Source: an optimization exercise on an open RTL-to-GDS flow (aim: small area and few clock cycles per item). Production flows keep margins and buffers that such runs may drop. Only simulation tests tie the RTL to the original design; equivalence was not proved.

==> flow/design.v <==
module imp_wcell (
    input  logic q,
    input  logic ld,
    input  logic ld_n,
    input  logic c,
    output logic d
);
    assign d = (q & ld_n) | (ld & c);
endmodule
module imp_rcell (
    input  logic d0,
    input  logic s0_n,
    input  logic d1,
    input  logic s1_n,
    output logic y
);
    assign y = ~((d0 | s0_n) & (d1 | s1_n));
endmodule
module instr_mem_pipe (
    input  logic          clk,
    input  logic          rst_n,
    input  logic          req_valid,
    output logic          req_ready,
    input  logic [31:0]   req_pc,
    output logic          rsp_valid,
    input  logic          rsp_ready,
    output logic [31:0]   rsp_instr,
    output logic [31:0]   rsp_pc,
    output logic [1:0]    rsp_fault,
    input  logic          flush,
    input  logic          prog_we,
    input  logic [5:0]    prog_addr,
    input  logic [31:0]   prog_wdata
);
    localparam logic [31:0] NOP = 32'h00000013;
    logic [63:0][31:0] mem;
    logic [63:0][31:0] mem_d;
    logic [63:0]       wr, wr_n;
    always_comb begin
        for (int i = 0; i < 64; i++) begin
            wr[i]   = prog_we & (prog_addr == 6'(i));
            wr_n[i] = ~wr[i];
        end
    end
    for (genvar i = 0; i < 64; i++) begin : g_row
        for (genvar b = 0; b < 32; b++) begin : g_bit
            imp_wcell u_w (
                .q(mem[i][b]), .ld(wr[i]), .ld_n(wr_n[i]), .c(prog_wdata[b]),
                .d(mem_d[i][b])
            );
        end
    end
    always_ff @(posedge clk) begin
        mem <= mem_d;
    end
    logic        mis, oor, ok;
    logic [7:0]  lo_n, hi_n;
    logic [31:0][31:0] ry;       
    logic [31:0][7:0]  gz;       
    logic [31:0][3:0]  hy;       
    logic [31:0] rd_word;
    assign mis = |req_pc[1:0];
    assign oor = |req_pc[31:8];
    assign ok  = ~(mis | oor);
    always_comb begin
        for (int k = 0; k < 8; k++) begin
            lo_n[k] = ~(req_pc[4:2] == 3'(k));
            hi_n[k] = ~(req_pc[7:5] == 3'(k));
        end
    end
    for (genvar b = 0; b < 32; b++) begin : g_col
        for (genvar g = 0; g < 8; g++) begin : g_grp
            for (genvar j = 0; j < 4; j++) begin : g_pair
                imp_rcell u_r (
                    .d0(mem[8*g+2*j][b]),   .s0_n(lo_n[2*j]),
                    .d1(mem[8*g+2*j+1][b]), .s1_n(lo_n[2*j+1]),
                    .y(ry[b][4*g+j])
                );
            end
            assign gz[b][g] = ~(|ry[b][4*g+3:4*g]);
        end
        for (genvar j = 0; j < 4; j++) begin : g_hpair
            imp_rcell u_h (
                .d0(gz[b][2*j]),   .s0_n(hi_n[2*j]),
                .d1(gz[b][2*j+1]), .s1_n(hi_n[2*j+1]),
                .y(hy[b][j])
            );
        end
        assign rd_word[b] = ok ? ~(|hy[b]) : NOP[b];
    end
    logic        v, ld, ld_n;
    logic [65:0] out_q, out_in, out_d;
    assign ld        = ~v | rsp_ready;
    assign ld_n      = ~ld;
    assign req_ready = ~flush & ld;
    assign rsp_valid = v;
    always_ff @(posedge clk or negedge rst_n) begin
        if (!rst_n)
            v <= 1'b0;
        else
            v <= ~flush & ((req_valid & ld) | ld_n);
    end
    assign out_in = {oor, mis, rd_word, req_pc};
    for (genvar k = 0; k < 66; k++) begin : g_out
        imp_wcell u_w (
            .q(out_q[k]), .ld(ld), .ld_n(ld_n), .c(out_in[k]), .d(out_d[k])
        );
    end
    always_ff @(posedge clk) begin
        out_q <= out_d;
    end
    assign rsp_pc    = out_q[31:0];
    assign rsp_instr = out_q[63:32];
    assign rsp_fault = out_q[65:64];
endmodule
==> flow/config.mk <==
export PLATFORM = sky130hd
export DESIGN_NAME = instr_mem_pipe
export DESIGN_NICKNAME = instr_mem_pipe
export VERILOG_FILES = /design/flow/design.v
export SDC_FILE = /design/flow/constraint.sdc
export NUM_CORES = 4
export LEC_CHECK = 0
export CAP_MARGIN = 20
export CORE_MARGIN = 2
export CORE_UTILIZATION = 55
export SETUP_SLACK_MARGIN = 0.3
export SLEW_MARGIN = 20
export SYNTH_HIERARCHICAL = 1
==> flow/constraint.sdc <==
create_clock -name core_clock -period 3.0 [get_ports {clk}]
set_input_delay 0.6000 -clock core_clock [delete_from_list [all_inputs] [get_ports {clk}]]
set_output_delay 0.6000 -clock core_clock [all_outputs]
set_load 0.01 [all_outputs]
standard.sh (not shown) runs the stock make flow with config.mk's settings and CLKGATE_MAP_FILE= SYNTH_SCRIPT=/design/flow/synth_recipe.tcl, a recipe that flattens the netlist after the stock synthesis.
==> flow/flow/run.sh <==
#!/bin/bash
# Standard ORFS flow (the standard.sh, unchanged synthesis), with:
# - clock tree synthesis from clkbuf_16 only, with sink clusters of up to 25
#   registers per buffer and no dummy loads;
# - a plain buffer (buf_2) on every input and output port.
set -euo pipefail
CTS="-sink_clustering_enable -repair_clock_nets"
CTS="$CTS -buf_list sky130_fd_sc_hd__clkbuf_16"
CTS="$CTS -sink_clustering_size 25 -sink_clustering_max_diameter 60"
CTS="$CTS -sink_buffer_max_cap_derate 0.05 -dont_use_dummy_load"
bash standard.sh "CTS_ARGS=$CTS" \
    "BUFFER_PORTS_ARGS=-buffer_cell sky130_fd_sc_hd__buf_2" finish > make.log 2>&1
Testbench counts at the start, summed over its fixed seeds: cycles 17,876, items 16,000.
==> next run, changes <==
--- a/flow/design.v
+++ b/flow/design.v
@@ -54,39 +54,25 @@
         mem <= mem_d;
     end
     logic        mis, oor, ok;
-    logic [7:0]  lo_n, hi_n;
-    logic [31:0][31:0] ry;       
-    logic [31:0][7:0]  gz;       
-    logic [31:0][3:0]  hy;       
+    logic [63:0] sel_n;
+    logic [31:0][31:0] ry;
     logic [31:0] rd_word;
     assign mis = |req_pc[1:0];
     assign oor = |req_pc[31:8];
     assign ok  = ~(mis | oor);
     always_comb begin
-        for (int k = 0; k < 8; k++) begin
-            lo_n[k] = ~(req_pc[4:2] == 3'(k));
-            hi_n[k] = ~(req_pc[7:5] == 3'(k));
-        end
+        for (int i = 0; i < 64; i++)
+            sel_n[i] = ~(req_pc[7:2] == 6'(i));
     end
     for (genvar b = 0; b < 32; b++) begin : g_col
-        for (genvar g = 0; g < 8; g++) begin : g_grp
-            for (genvar j = 0; j < 4; j++) begin : g_pair
-                imp_rcell u_r (
-                    .d0(mem[8*g+2*j][b]),   .s0_n(lo_n[2*j]),
-                    .d1(mem[8*g+2*j+1][b]), .s1_n(lo_n[2*j+1]),
-                    .y(ry[b][4*g+j])
-                );
-            end
-            assign gz[b][g] = ~(|ry[b][4*g+3:4*g]);
-        end
-        for (genvar j = 0; j < 4; j++) begin : g_hpair
-            imp_rcell u_h (
-                .d0(gz[b][2*j]),   .s0_n(hi_n[2*j]),
-                .d1(gz[b][2*j+1]), .s1_n(hi_n[2*j+1]),
-                .y(hy[b][j])
+        for (genvar j = 0; j < 32; j++) begin : g_pair
+            imp_rcell u_r (
+                .d0(mem[2*j][b]),   .s0_n(sel_n[2*j]),
+                .d1(mem[2*j+1][b]), .s1_n(sel_n[2*j+1]),
+                .y(ry[b][j])
             );
         end
-        assign rd_word[b] = ok ? ~(|hy[b]) : NOP[b];
+        assign rd_word[b] = ok ? ~(|ry[b]) : NOP[b];
     end
     logic        v, ld, ld_n;
     logic [65:0] out_q, out_in, out_d;
- The changed run completed without violations
- core utilization grows by 1.1 points
- setup slack gets worse by 100 ps
- clock-buffer cell count went down by 4
- global-route usage increases by 1.3 points
- die area stays flat
Testbench counts after the change, summed over its fixed seeds: cycles 17,876, items 16,000.

separate check: timing with driven ports:
The flow's constraints put no driver on any port. The routed layouts listed below were extracted and timed again, unchanged, in two steps. Step 1 assumes that a clkbuf_16 drives the clock port and a buf_2 every other input. Step 2 also shifts input and output timing later by t, the mid clock arrival at the registers, as if the neighbouring blocks saw the same clock. a / b / c = no drivers / after step 1 / after step 2; a / b = the first two.
| run | t, ns | setup WS [ns] | hold slack, ns | pins driven straight from the clock port |
|---|---|---|---|---|
| the first run | 0.849 | 0.259 / 0.309 / -0.540 | 0.043 / -0.011 / 0.481 | 1 |
| the second run | 0.857 | 0.157 / 0.169 / -0.688 | 0.040 / -0.022 / 0.478 | 1 |
With both steps, setup timing fails in the first run and the second run, where it was met with ideal ports. The setup slack of the second run, which loses most, moves by +0.012 ns with the drivers and by -0.845 ns with both steps.
